Context: an optimization exercise on an open-source flow, tuned for small area, a short achievable clock period and few clock cycles per item. The choices shown serve that exercise and are no tape-out recipe. In this exercise RTL edits were held to simulation tests only and were not proved equivalent to the original. Power is estimated from default activity; no workload was simulated.

==> flow/design.v <==
module act_lut_pipe #(
  parameter int ADDR_W = 8,
  parameter int DATA_W = 16,
  parameter int FRAC_W = 12
) (
  input  logic              clk,
  input  logic              rst_n,
  input  logic              load_start_i,
  input  logic              load_valid_i,
  input  logic [DATA_W-1:0] load_data_i,
  output logic              load_done_o,
  input  logic              in_valid_i,
  output logic              in_ready_o,
  input  logic [ADDR_W-1:0] in_addr_i,
  output logic              out_valid_o,
  input  logic              out_ready_i,
  output logic [DATA_W-1:0] out_data_o
);
  localparam int TD    = 1 << ADDR_W;     
  localparam int SP_W  = 3;
  localparam int SP    = 1 << SP_W;       
  localparam int NINS  = TD / SP;         
  localparam int LO_W  = 6;               
  localparam int NLO   = 1 << LO_W;
  localparam int NHI   = TD / NLO;        
  localparam int NBUF  = 5;               
  if (FRAC_W >= DATA_W) begin : g_bad_frac
    $error("act_lut_pipe: FRAC_W must be smaller than DATA_W");
  end
  typedef enum logic [1:0] {S_EMPTY, S_LOAD, S_RUN, S_DRAIN} state_t;
  state_t             state_q;
  logic [ADDR_W-1:0]  wptr_q;
  logic               load_done_q;
  logic [ADDR_W-1:0]  rot_q;              
  logic [ADDR_W-1:0]  ins_q;              
  logic [2:0]         cnt_q;              
  logic               rdy_q;
  logic               wr_en, restart, accept, take;
  logic [2:0]         cnt_d;
  state_t             state_d;
  logic [DATA_W-1:0]  dl_q [SP];
  logic [SP-1:0]      dlv_q, dlv_d;
  logic               ins_now;
  logic [DATA_W-1:0]  ins_data;
  logic [ADDR_W-1:0]  ins_d;
  assign wr_en   = (state_q == S_LOAD) & load_valid_i & ~load_start_i;
  assign restart = ((state_q == S_EMPTY) | (state_q == S_LOAD)) & load_start_i
                 | (state_q == S_DRAIN) & (cnt_q == '0);
  assign accept  = in_valid_i & rdy_q;
  assign take    = out_valid_o & out_ready_i;
  assign cnt_d   = cnt_q + {2'b0, accept} - {2'b0, take};
  always_comb begin
    state_d = state_q;
    case (state_q)
      S_EMPTY: if (load_start_i) state_d = S_LOAD;
      S_LOAD:  if (wr_en && (&wptr_q)) state_d = S_RUN;
      S_RUN:   if (load_start_i) state_d = S_DRAIN;
      S_DRAIN: if (cnt_q == '0) state_d = S_LOAD;
      default: state_d = S_EMPTY;
    endcase
  end
  logic [SP-1:0]   old_q, old_d;
  logic [NINS-1:0] isel_q, isel_d;
  logic            ins_now_q, ins_now_d;
  logic [ADDR_W-1:0] insm_q, insm_d;      
  assign ins_now = ins_now_q;
  always_comb begin
    ins_data = '0;
    for (int m = 0; m < SP; m++)
      ins_data = ins_data | ({DATA_W{old_q[m]}} & dl_q[m]);
  end
  always_comb begin
    dlv_d = '0;
    if (!restart) begin
      dlv_d[0] = wr_en;
      for (int m = 1; m < SP; m++)
        dlv_d[m] = dlv_q[m-1] & ~(ins_now & old_q[m-1]);
    end
  end
  assign ins_d  = restart ? ADDR_W'(1) : (ins_now ? ins_q : insm_q);
  assign insm_d = restart ? ADDR_W'(0) : (ins_now ? insm_q : insm_q - 1'b1);
  always_comb begin
    old_d = '0;
    for (int m = SP - 1; m >= 0; m--)
      if (dlv_d[m] && old_d == '0) old_d[m] = 1'b1;
  end
  assign ins_now_d = (|dlv_d) & (ins_d[SP_W-1:0] == '0);
  always_comb
    for (int k = 0; k < NINS; k++)
      isel_d[k] = ins_now_d & (ins_d[ADDR_W-1:SP_W] == k);
  logic pend_d;
  assign pend_d = (|dlv_d[SP-1:1]) | (dlv_d[0] & ~ins_now_d);
  always_ff @(posedge clk or negedge rst_n) begin
    if (!rst_n) begin
      state_q     <= S_EMPTY;
      wptr_q      <= '0;
      load_done_q <= 1'b0;
      rot_q       <= '0;
      ins_q       <= '0;
      cnt_q       <= '0;
      rdy_q       <= 1'b0;
      dlv_q       <= '0;
      isel_q      <= '0;
      ins_now_q   <= 1'b0;
      insm_q      <= '0;
    end else begin
      state_q     <= state_d;
      load_done_q <= (state_q == S_LOAD) & wr_en & (&wptr_q);
      if (restart)    wptr_q <= '0;
      else if (wr_en) wptr_q <= wptr_q + 1'b1;
      rot_q       <= restart ? ADDR_W'(1) : rot_q - 1'b1;
      ins_q       <= ins_d;
      cnt_q       <= cnt_d;
      rdy_q       <= (state_d == S_RUN) & ~pend_d & (cnt_d < 3'(NBUF));
      dlv_q       <= dlv_d;
      isel_q      <= isel_d;
      ins_now_q   <= ins_now_d;
      insm_q      <= insm_d;
    end
  end
  always_ff @(posedge clk) begin
    old_q   <= old_d;
    dl_q[0] <= load_data_i;
    for (int m = 1; m < SP; m++) dl_q[m] <= dl_q[m-1];
  end
  logic [TD-1:0][DATA_W-1:0] ring_q;
  logic [TD-1:0][DATA_W-1:0] ring_d;
  always_comb begin
    ring_d = {ring_q[0], ring_q[TD-1:1]};
    for (int k = 0; k < NINS; k++)
      if (isel_q[k]) ring_d[k*SP] = ins_data;
  end
  always_ff @(posedge clk) ring_q <= ring_d;
  logic              v1_q, v2_q, v3_q;
  logic [ADDR_W-1:0] pos1_q;
  logic [NLO-1:0]    oh2_q;               
  logic [1:0]        hi2_q, hi3_q;
  logic [DATA_W-1:0] m3_q [NHI];
  logic [DATA_W-1:0] m2_d [NHI];
  logic [DATA_W-1:0] res;
  always_ff @(posedge clk or negedge rst_n) begin
    if (!rst_n) begin
      v1_q <= 1'b0;
      v2_q <= 1'b0;
      v3_q <= 1'b0;
    end else begin
      v1_q <= accept;
      v2_q <= v1_q;
      v3_q <= v2_q;
    end
  end
  always_ff @(posedge clk) begin
    pos1_q <= in_addr_i + rot_q - 1'b1;
    for (int k = 0; k < NLO; k++) oh2_q[k] <= (pos1_q[LO_W-1:0] == k);
    hi2_q <= pos1_q[ADDR_W-1:LO_W];
    hi3_q <= hi2_q;
    for (int j = 0; j < NHI; j++) m3_q[j] <= m2_d[j];
  end
  always_comb begin
    for (int j = 0; j < NHI; j++) begin
      m2_d[j] = '0;
      for (int k = 0; k < NLO; k++)
        m2_d[j] = m2_d[j] | ({DATA_W{oh2_q[k]}} & ring_q[j*NLO + k]);
    end
  end
  assign res = m3_q[hi3_q];
  logic              out_valid_q;
  logic [DATA_W-1:0] out_q;
  logic [DATA_W-1:0] fifo_q [NBUF];
  logic [2:0]        frd_q, fwr_q, frd_d;
  logic [2:0]        fn_q, fn_left;
  assign frd_d   = (take && frd_q == 3'(NBUF - 1)) ? '0 : frd_q + {2'b0, take};
  assign fn_left = fn_q - {2'b0, take};
  always_ff @(posedge clk or negedge rst_n) begin
    if (!rst_n) begin
      out_valid_q <= 1'b0;
      frd_q       <= '0;
      fwr_q       <= '0;
      fn_q        <= '0;
    end else begin
      out_valid_q <= (fn_left != '0) | v3_q;
      frd_q       <= frd_d;
      if (v3_q) fwr_q <= (fwr_q == 3'(NBUF - 1)) ? '0 : fwr_q + 1'b1;
      fn_q        <= fn_left + {2'b0, v3_q};
    end
  end
  always_ff @(posedge clk) begin
    out_q <= (fn_left == '0) ? res : fifo_q[frd_d];
    if (v3_q) fifo_q[fwr_q] <= res;
  end
  assign load_done_o = load_done_q;
  assign in_ready_o  = rdy_q;
  assign out_valid_o = out_valid_q;
  assign out_data_o  = out_q;
endmodule
make LEC_CHECK=0 CAP_MARGIN=20 CORE_MARGIN=2 CORE_UTILIZATION=45 CTS_CLUSTER_DIAMETER=90 CTS_CLUSTER_SIZE=25 SETUP_SLACK_MARGIN=2.7 SLEW_MARGIN=20 SYNTH_MEMORY_MAX_BITS=8192 finish   # period 5.0 ns
run.sh (not shown) runs the stock make flow with config.mk's settings and CLKGATE_MAP_FILE= SYNTH_SCRIPT=/design/flow/synth_recipe.tcl, a recipe that flattens the netlist after the stock synthesis.
Testbench counts at the start, summed over its fixed seeds: cycles 18,472, items 16,384.
Edit:
--- a/flow/design.v
+++ b/flow/design.v
@@ -35,4 +35,5 @@
   logic [ADDR_W-1:0]  ins_q;              
   logic [2:0]         cnt_q;              
+  logic [2:0]         fn_q;               
   logic               rdy_q;
   logic               wr_en, restart, accept, take;
@@ -48,5 +49,5 @@
                  | (state_q == S_DRAIN) & (cnt_q == '0);
   assign accept  = in_valid_i & rdy_q;
-  assign take    = out_valid_o & out_ready_i;
+  assign take    = (fn_q != '0) & out_ready_i;    
   assign cnt_d   = cnt_q + {2'b0, accept} - {2'b0, take};
   always_comb begin
@@ -61,5 +62,5 @@
   end
   logic [SP-1:0]   old_q, old_d;
-  logic [NINS-1:0] isel_q, isel_d;
+  logic [ADDR_W-SP_W-1:0] iidx_q;         
   logic            ins_now_q, ins_now_d;
   logic [ADDR_W-1:0] insm_q, insm_d;      
@@ -86,7 +87,4 @@
   end
   assign ins_now_d = (|dlv_d) & (ins_d[SP_W-1:0] == '0);
-  always_comb
-    for (int k = 0; k < NINS; k++)
-      isel_d[k] = ins_now_d & (ins_d[ADDR_W-1:SP_W] == k);
   logic pend_d;
   assign pend_d = (|dlv_d[SP-1:1]) | (dlv_d[0] & ~ins_now_d);
@@ -101,5 +99,4 @@
       rdy_q       <= 1'b0;
       dlv_q       <= '0;
-      isel_q      <= '0;
       ins_now_q   <= 1'b0;
       insm_q      <= '0;
@@ -114,5 +111,4 @@
       rdy_q       <= (state_d == S_RUN) & ~pend_d & (cnt_d < 3'(NBUF));
       dlv_q       <= dlv_d;
-      isel_q      <= isel_d;
       ins_now_q   <= ins_now_d;
       insm_q      <= insm_d;
@@ -121,4 +117,5 @@
   always_ff @(posedge clk) begin
     old_q   <= old_d;
+    iidx_q  <= ins_d[ADDR_W-1:SP_W];
     dl_q[0] <= load_data_i;
     for (int m = 1; m < SP; m++) dl_q[m] <= dl_q[m-1];
@@ -129,5 +126,5 @@
     ring_d = {ring_q[0], ring_q[TD-1:1]};
     for (int k = 0; k < NINS; k++)
-      if (isel_q[k]) ring_d[k*SP] = ins_data;
+      if (ins_now_q && iidx_q == k) ring_d[k*SP] = ins_data;
   end
   always_ff @(posedge clk) ring_q <= ring_d;
@@ -169,5 +166,5 @@
   logic [DATA_W-1:0] fifo_q [NBUF];
   logic [2:0]        frd_q, fwr_q, frd_d;
-  logic [2:0]        fn_q, fn_left;
+  logic [2:0]        fn_left;
   assign frd_d   = (take && frd_q == 3'(NBUF - 1)) ? '0 : frd_q + {2'b0, take};
   assign fn_left = fn_q - {2'b0, take};
Result: The new run produced a clean layout. Die area goes down by about 0.6%. Wire length goes up by about 4%. Combinational power goes up by 5.9%. Core utilization goes up by 0.55 points. Worst setup slack loses 0.014 ns. Worst hold slack gains 0.12 ns. Maximum frequency goes down by about 0.6%. First-iteration DRC count goes up by 2.3%. Final cell count goes up by about 0.4%. Clock-buffer cell count goes down by 3. Synthesized area goes down by about 0.6%. Synthesized cell count goes down by 0.68%. Total power goes down by about 4.6%. Global-route usage goes up by 1.8 points.
Testbench counts after the change, summed over its fixed seeds: cycles 18,472, items 16,384.

==> port drivers added, routing unchanged <==
No port has a modelled driver above. Below, the same layouts with a new extraction and two added sets of constraints. Step 1 sets driving cells, clkbuf_16 on the clock port and buf_2 on the other inputs (assumed; they add their load-dependent delay and slew). Step 2 moves the port delays by t, midway between the first and last clock arrival at a register: inputs arrive t later, outputs are due t later. That takes back most of the time a late clock gives input paths. a / b / c = ideal / step 1 / step 2; a / b = the first two.
run	t (ns)	setup slack, ns	worst slew at a driven data input, ns
the first run	0.998	2.534 / 2.445 / 1.847	0.05
the second run	1.037	2.520 / 2.419 / 1.887	0.04
After both steps every run listed still meets setup and hold. For the first run, which loses most, drivers alone change the setup slack by -0.089 ns; drivers and shift together by -0.687 ns.
